From an optimization exercise on the open Yosys and OpenROAD flow, aimed at small area; shortcuts taken in it are not production practice. In this exercise RTL edits were held to simulation tests only and were not proved equivalent to the original. Power is estimated from default activity; no workload was simulated. No driver is modelled on the clock port, so clocking that relies on it looks cheaper here than on a real chip.

Setup of run A:
==> flow/design.v (excerpt) <==
module limn_core #(
    parameter limn_pkg::word_t reset_vector = 32'hFFFE_0000
) (
    input  wire                   clk,
    input  wire                   rst_n,
    output limn_pkg::word_t       addr,
    input  wire limn_pkg::word_t  data_in,
    output limn_pkg::word_t       data_out,
    output logic                  we,
    output logic                  cs,
    input  wire                   rdy,
    output logic                  halted
);
Size: about 1800 cells after synthesis, ~100 I/O pins, roughly 26000 µm² of cells after synthesis.
clock: 10.0 ns
lec_check: 0
abc_area: 1
cap_margin: 20
core_margin: 2
core_utilization: 40
slew_margin: 20
standard.sh (not shown) runs the stock make flow with config.mk's settings and CLKGATE_MAP_FILE= SYNTH_SCRIPT=/design/flow/synth_recipe.tcl, a recipe that flattens the netlist after the stock synthesis.
==> flow/flow/run.sh <==
#!/bin/bash
# Layout flow: the standard flow (standard.sh) with three changes.
#  1. After the standard synthesis, its combinational logic is mapped again
#     with an area-oriented ABC script (flow/remap.ys, flow/area.abc).  The
#     registers are kept as black boxes: same cells, same names.
#  2. Clock tree: clkbuf_16 sink buffers over clusters of up to 34
#     flip-flops, clkbuf_8 above them, and no dummy loads for level
#     balancing.
#  3. Port buffers: buf_1 instead of the default pick (clkdlybuf4s50_1).
# Logs: standard_synth.log, remap.log, standard_flow.log here, and each ORFS
# step's own log under orfs/logs/.
set -euo pipefail
WORK=$PWD
R=$WORK/orfs/results/$FLOW_PLATFORM/limn_core/base
LIB=$FLOW_HOME/platforms/$FLOW_PLATFORM/lib/sky130_fd_sc_hd__tt_025C_1v80.lib
YOSYS=$FLOW_HOME/../tools/install/yosys/bin/yosys
[ -x "$YOSYS" ] || YOSYS=yosys
export CTS_ARGS="-sink_clustering_enable -repair_clock_nets -dont_use_dummy_load -buf_list sky130_fd_sc_hd__clkbuf_16 -sink_clustering_size 34 -sink_clustering_max_diameter 80 -root_buf sky130_fd_sc_hd__clkbuf_8 -tree_buf sky130_fd_sc_hd__clkbuf_8"
export BUFFER_PORTS_ARGS="-buffer_cell sky130_fd_sc_hd__buf_1"

bash standard.sh synth > standard_synth.log 2>&1

cp "$R/1_2_yosys.v" "$R/1_2_yosys_standard.v"
DONTUSE=""
for c in $(grep -o "sky130_fd_sc_hd__\(lpflow\|probe\)[a-z0-9_]*" "$FLOW_HOME/platforms/$FLOW_PLATFORM/config.mk" | sort -u); do
  DONTUSE="$DONTUSE -dont_use $c"
done
sed -e "s#@LIB@#$LIB#g" -e "s#@FLOW@#$WORK/flow#g" -e "s#@IN@#$R/1_2_yosys_standard.v#g" \
    -e "s#@OUT@#$WORK/remapped.v#g" -e "s#@TOP@#$FLOW_TOP#g" -e "s#@DONTUSE@#$DONTUSE#g" \
    flow/remap.ys > remap_run.ys
use_remap=0
# Only registers of the types stubs.v declares are supported
if ! grep -o "sky130_fd_sc_hd__[a-z0-9_]*" "$R/1_2_yosys_standard.v" | sort -u \
     | grep -E "__(s?e?df|dl|sdl)" | grep -qvE "__(dfxtp_1|edfxtp_1)$"; then
  if "$YOSYS" -l remap.log -s remap_run.ys > /dev/null 2>&1; then
    regs() { grep -oE "sky130_fd_sc_hd__(dfxtp_1|edfxtp_1) [^ ]+" "$1" | sort; }
    if [ -s remapped.v ] && cmp -s <(regs "$R/1_2_yosys_standard.v") <(regs remapped.v); then
      use_remap=1
    fi
  fi
fi
if [ $use_remap = 1 ]; then
  cp remapped.v "$R/1_2_yosys.v"
  rm -f "$R/1_synth.odb" "$R/1_synth.sdc"
  echo "using the re-mapped netlist" >> remap.log
else
  echo "keeping the standard netlist" >> remap.log
fi

bash standard.sh > standard_flow.log 2>&1
Other scripts of this flow, unchanged in this note and not shown: flow/flow/area.abc, flow/flow/remap.ys, flow/flow/stubs.v
## Diff of input files: run B against run A
--- a/flow/design.v
+++ b/flow/design.v
@@ -51,22 +51,23 @@
     localparam logic [3:0] S_CPW   = 4'd7;   
     localparam logic [3:0] S_CP    = 4'd8;   
     localparam logic [3:0] S_HALT  = 4'd9;
     localparam logic [3:0] S_CLR   = 4'd10;  
     logic [3:0]  st;
     logic [3:0]  ph;        
     logic [31:0] ir;        
     logic [31:0] dr;        
     logic [15:0] pc;        
     logic        c;         
     logic        ci;        
+    logic        z;         
     logic [31:0] rf [1:31];
     wire [5:0] op    = ir[5:0];
     wire [4:0] r1    = ir[10:6];
     wire [4:0] r2    = ir[15:11];
     wire is_alu   = (op[2:0] == 3'b100) && !(op[5] && !op[4]);
     wire is_br    = (op[2:0] == 3'b101) && op[5] && op[4];
     wire is_jmp   = (op[5:1] == 5'b00011);
     wire is_jal   = is_jmp && op[0];
     wire is_load  = (op == 6'b101011);
     wire is_store = (op[4:0] == 5'b01010);
     wire is_nop   = (op == 6'b000000);
@@ -84,40 +85,39 @@
     logic [3:0] rsel_hi;
     logic [7:0] rsel_lo;
     logic [1:0] rd;
     always_comb begin
         for (int k = 0; k < 4; k++) rsel_hi[k] = (ridx[4:3] == 2'(k));
         for (int k = 0; k < 8; k++) rsel_lo[k] = (ridx[2:0] == 3'(k));
         rd = 2'b00;
         for (int k = 1; k < 32; k++) begin
             rd = rd | ({2{rsel_hi[k / 8] && rsel_lo[k % 8]}} & rf[k][1:0]);
         end
     end
-    wire [1:0] imm_d = ir[17:16];
+    wire [1:0] imm_d = (ph == 4'd0) ? ir[17:16] : ir[19:18];
     logic [1:0] off_d, jt_d, simm_d;
     always_comb begin
         off_d  = (ph[2:0] == 3'd0) ? ir[24:23] : ir[7 + 2*ph[2:0] +: 2];
         jt_d   = (ph[2:0] == 3'd0) ? ir[18:17] : ir[1 + 2*ph[2:0] +: 2];
         case (ph)
             4'd0:    simm_d = ir[28:27];
             4'd1:    simm_d = ir[30:29];
             4'd2:    simm_d = {1'b0, ir[31]};
             default: simm_d = 2'b00;
         endcase
     end
     wire [1:0] m = ((is_lui ? ph[3] : !ph[3])) ? imm_d : 2'b00;
-    wire        taken = op[3] ? ci : !ci;    
+    wire        taken = op[3] ? z : !z;
     wire        br_p2 = st_p2 && is_br;
     wire [1:0]  ax    = br_p2 ? pc[1:0] : rd;
-    wire [1:0]  ay    = br_p2 ? (!ph_pc ? 2'b00 : taken ? off_d : {1'b0, ph == 4'd1})
-                              : is_sub ? ~m : m;
+    wire [1:0]  ay    = br_p2 ? ((ph_pc && taken) ? off_d : 2'b00) : is_sub ? ~m : m;
     wire        acin  = (ph == 4'd0) ? (is_sub && !br_p2) : c;
     wire [2:0]  msum  = {1'b0, ax} + {1'b0, ay} + {2'b00, acin};
     logic [1:0] alu_d;
     always_comb begin
         case (op[5:3])
             3'b111, 3'b110: alu_d = msum[1:0];
             3'b011:         alu_d = rd & m;
             3'b010:         alu_d = rd ^ m;
             default:        alu_d = rd | m;
         endcase
     end
@@ -136,61 +136,60 @@
     end
     always_ff @(posedge clk) begin
         for (int k = 1; k < 32; k++) begin
             rf[k][29:0]  <= rf[k][31:2];
             rf[k][31:30] <= (wsel_hi[k / 8] && wsel_lo[k % 8]) ? wdata : rf[k][1:0];
         end
     end
     logic [1:0] pc_in;
     logic       pc_upd;
     always_comb begin
         if (clr)               pc_in = reset_vector[2*ph +: 2];
-        else if (br_p2)        pc_in = msum[1:0];
+        else if (br_p2)        pc_in = taken ? msum[1:0] : isum[1:0];
         else if (is_jmp)       pc_in = jt_d;
         else                   pc_in = isum[1:0];
         pc_upd = ph_pc && (clr || st_p2 || (st_exec && !is_br && !is_store));
     end
     always_ff @(posedge clk) begin
         pc <= {pc_upd ? pc_in : pc[1:0], pc[15:2]};
     end
     wire daddr = (st_exec && is_load) || (st_p2 && is_store);
     wire pcopy = clr || st_wb;
     logic [1:0] ih_in;
     always_comb begin
         if (daddr)             ih_in = msum[1:0];
         else if (clr)          ih_in = reset_vector[2*ph +: 2];
         else if (st_cp || st_wb) ih_in = pc[1:0];
         else                   ih_in = ir[17:16];
     end
-    wire ih_en = st_cp || (ph_pc && pcopy) || (daddr && (ph <= 4'd8)) || (st_exec && is_alu);
+    wire ih_en = st_cp || (ph_pc && (daddr || pcopy)) || (st_exec && is_alu && ph != 4'd0);
     always_ff @(posedge clk) begin
         if (st == S_FETCH && rdy) begin
             ir <= data_in;
         end else if (ih_en) begin
             ir[31:16] <= {ih_in, ir[31:18]};
         end
     end
     wire [1:0] d_in = op[5] ? rd : simm_d;
     always_ff @(posedge clk) begin
         if (st_exec || st_wb) begin
             dr <= {d_in, dr[31:2]};
         end else if (cs && rdy) begin
             dr <= data_in;
         end
     end
     always_ff @(posedge clk) begin
         c  <= msum[2];
-        if (is_br && st_exec) begin
-            ci <= ((ph == 4'd0) || ci) && (rd == 2'b00);
-        end else if (!(is_br && st_p2)) begin
-            ci <= isum[2];
+        ci <= isum[2];
+        if (st_exec) begin
+            z <= ((ph == 4'd0) || z) && (rd == 2'b00);
         end
     end
     always_ff @(posedge clk) begin
         if (!rst_n) begin
             st  <= S_CLR;
             ph  <= 4'd0;
         end else begin
             ph <= ph + 4'd1;
             case (st)
                 S_CLR:   if (ph_last) st <= S_FETCH;
                 S_FETCH: if (rdy) st <= S_WAITX;
| setup slack | run B vs run A | better |
Delta (run B minus run A): inverter count of the layout excluding clock inverters went up 6; peak clock frequency supported by timing shows an increase of about 13%; final routed wirelength across all metal layers decreased by 1.9% relative to the old numbers.
For the power spent charging and discharging nets, run B came in 4.3% higher than run A did.
Capturing instance or port of the critical path = rf[10][31]$_DFF_P_: run A; capturing instance or port of the critical path = rf[18][30]$_DFF_P_: run B
Run B reports a lower fraction of layout instances using a drive strength above 1 than run A does.
On run B: share of total power in combinational logic is 0.3 points lower than what run A gave.
Changes observed in run B relative to run A: combinational power increased 3.8%; final cell count has remained practically unchanged.

## static timing again, ports no longer ideal
In the flow no input, the clock included, has a driving cell. The finished layouts below were timed again as built, in two steps.
Step 1 assumes that a clkbuf_16 drives the clock port and a buf_2 every other input.
Step 2 moves the port delays by t, midway between the first and last clock arrival at a register: inputs arrive t later, outputs are due t later. That takes back most of the time a late clock gives input paths.
Slacks: ideal ports / drivers / drivers and shift; pairs: ideal ports / drivers.
| run | t (ns) | setup slack, ns | clock arrival spread, ns | worst register clock-pin slew, ns |
|---|---|---|---|---|
| run A | 0.715 | 3.865 / 3.865 / 3.865 | 0.094 / 0.094 | 0.12 / 0.12 |
| run B | 0.715 | 4.563 / 4.563 / 4.563 | 0.080 / 0.080 | 0.12 / 0.12 |
After both steps every run listed still meets setup and hold.
